From an optimization exercise on the open Yosys and OpenROAD flow, aimed at small area, a short achievable clock period and few clock cycles; shortcuts taken in it are not production practice. RTL that was checked went through simulation tests only; none was proved equivalent to the original. No activity file was given, so power comes from the tool's default toggle rates.

run 1:
Design tag_value_order_message_parser, start of the top module:
module tag_value_order_message_parser #(
  parameter int unsigned INSTRUMENT_BYTES = 8
) (
  input  logic        clk_i,
  input  logic        rst_ni,
  input  logic        cfg_valid_i,
  input  logic [7:0]  cfg_field_separator_i,
  output logic        cfg_ready_o,
  input  logic        in_valid_i,
  input  logic [7:0]  in_data_byte_i,
  input  logic        in_is_last_i,
  output logic        in_ready_o,
  output logic        out_valid_o,
  input  logic        out_ready_i,
  output logic [6:0]  out_present_mask_o,
  output logic [31:0] out_order_id_o,
  output logic [31:0] out_client_id_o,
  output logic [31:0] out_side_code_o,
  output logic [31:0] out_order_quantity_o,
  output logic [31:0] out_order_kind_o,
  output logic [31:0] out_limit_price_o,
  output logic [63:0] out_instrument_text_o,
  output logic [3:0]  out_instrument_length_o,
  output logic [1:0]  out_status_o
);
clock: 6.0 ns
lec_check: 0
cap_margin: 20
core_margin: 2
core_utilization: 40
setup_slack_margin: 3.5
slew_margin: 20
tns_end_percent: 5
standard.sh (not shown) runs the stock make flow with config.mk's settings and CLKGATE_MAP_FILE= SYNTH_SCRIPT=/design/flow/synth_recipe.tcl, a recipe that flattens the netlist after the stock synthesis.
==> flow/flow/run.sh <==
#!/bin/bash
# The standard layout, with the port buffers made of buf_2 cells in place of the
# delay buffer buffer_ports picks on its own. Each tool's output goes to standard.log.
set -euo pipefail
export BUFFER_PORTS_ARGS="-buffer_cell sky130_fd_sc_hd__buf_2"
bash standard.sh finish > standard.log 2>&1
Testbench counts of run 1, summed over its fixed seeds: cycles 68,502.
Here is what was changed in the inputs of run 2 compared with run 1.
- setting CTS_BUF_LIST to sky130_fd_sc_hd__clkbuf_8 for the first time
- changing CORE_UTILIZATION from 40 to 55
- changing SETUP_SLACK_MARGIN from 3.5 to 2.75
==> flow/flow/run.sh <==
#!/bin/bash
# The standard layout, with two changes: the port buffers are buf_1 cells in place of
# the delay buffer buffer_ports picks on its own, and synthesis leaves adders to ABC
# (no full/half adder cells), which gives a faster accumulator. Each tool's output
# goes to standard.log.
set -euo pipefail
export BUFFER_PORTS_ARGS="-buffer_cell sky130_fd_sc_hd__buf_1"
export ADDER_MAP_FILE=
bash standard.sh finish > standard.log 2>&1
[summary]
Run 2 reports a higher slack of the critical path than run 1 does. Run 2 ended with less summed area of non-filler cells in the final layout than run 1. Run 2 vs. run 1: maximum frequency went up; cell area after technology mapping went up; average size of a mapped cell did not really move.
Changes in run 3 relative to run 2:
- swapping 2.75 for 3.25 in SETUP_SLACK_MARGIN
==> notes.md <==
The clock share of power in run 3 sits 0.3 points below the value recorded for run 2.
Against run 2, pin count of the biggest net entering global routing in run 3 rose by more than a quarter.
On multi-input logic cell count, run 3 and run 2 are neck and neck.
Run 2 -> run 3: power density of the placed cells increased slightly
Run 2 → run 3: utilization shows an increase of 2.4 points, overall routed net length went up, number of nets at the end of the flow higher, count of placed standard cells in the final layout, fillers left out rose about 1.4%.
Setup changes, run 3 to run 4
- SETUP_SLACK_MARGIN: 3.25 -> 3.0
Notes after the runs:
Looking at run 3 and run 4, the via count is a wash.
Across both runs, fraction of power consumed by the clock network was higher for run 4 than for run 3.
Run 4 ends up with lower wire length than run 3 does.
For run 5, these inputs were changed with respect to run 4:
- CORE_UTILIZATION: 55 -> 45
Findings:
- Run 5 vs. run 4: number of vias per cell after detailed routing fell by 0.31, wire length went up.
- Cmp run 4 and run 5 / switching power total / lower: run 5
- From run 4 to run 5 the numbers moved as follows: critical path depth rose by 1, clock-buffer cell count rose by 2, post-synthesis to final-layout area growth fell by 0.41 points, number of standard cells in the final layout excluding fillers rose by 88, share of post-route cells with drive strength above 1 fell by 0.27 points.
- In the reports for run 4 and run 5, the larger placed cell count belongs to run 5.

tag_value_order_message_parser, a different RTL version from the one above (not shown whole).
For scale: roughly 2,000 cells after synthesis, roughly 370 flip-flops, about 290 I/O pins, roughly 17,000 sq um of cells after synthesis.
Settings: LEC_CHECK=0, CAP_MARGIN=20, CORE_MARGIN=2, CORE_UTILIZATION=40, SETUP_SLACK_MARGIN=3.5, SLEW_MARGIN=20; clock period 6.0 ns.
run.sh (not shown) runs the stock make flow with config.mk's settings and CLKGATE_MAP_FILE= SYNTH_SCRIPT=/design/flow/synth_recipe.tcl, a recipe that flattens the netlist after the stock synthesis.
Stock flow here: none of the scripts above is used.
Change:
- SETUP_SLACK_MARGIN: 3.5 -> not set
After rerunning:
- count of clock-buffer cells in the layout stays the same
- final cell count falls by about 4%
- worst setup slack is worse by 0.72 ns
- design area falls by 6.8%
- routed wire length falls by 12%
- non-clock buffer count falls by 106
- total power falls by about 10%
- via count falls by about 7%
Function was not checked in any run of this note: the RTL went through the layout flow alone.

==> re-timing with driven ports <==
How much do the figures lean on ideal ports? The routed layouts below were timed once more, with nothing changed but the port constraints.
Step 1 assumes that a clkbuf_16 drives the clock port and a buf_2 every other input.
Step 2, shift: input delay + t, output delay - t, t = (earliest + latest rising clock arrival at the registers) / 2. This alone moves slack from input paths to output paths.
Three values: ideal ports, drivers, drivers and shift; two values: the first two.
run	t, ns	slack for setup (ns)	clock arrival spread, ns	worst data-port slew with drivers (ns)
run 1	0.623	2.455 / 2.455 / 2.455	0.020 / 0.021	0.03
run 2	0.639	2.656 / 2.656 / 2.656	0.039 / 0.039	0.03
run 3	0.631	2.887 / 2.887 / 2.887	0.035 / 0.035	0.03
run 4	0.658	2.892 / 2.892 / 2.892	0.024 / 0.024	0.04
run 5	0.680	2.753 / 2.753 / 2.753	0.023 / 0.023	0.06
the first run of note 2	0.615	2.136 / 2.136 / 2.136	0.023 / 0.023	0.06
the second run of note 2	0.617	1.418 / 1.418 / 1.418	0.014 / 0.015	0.05
After both steps setup and hold are still met in every run listed.
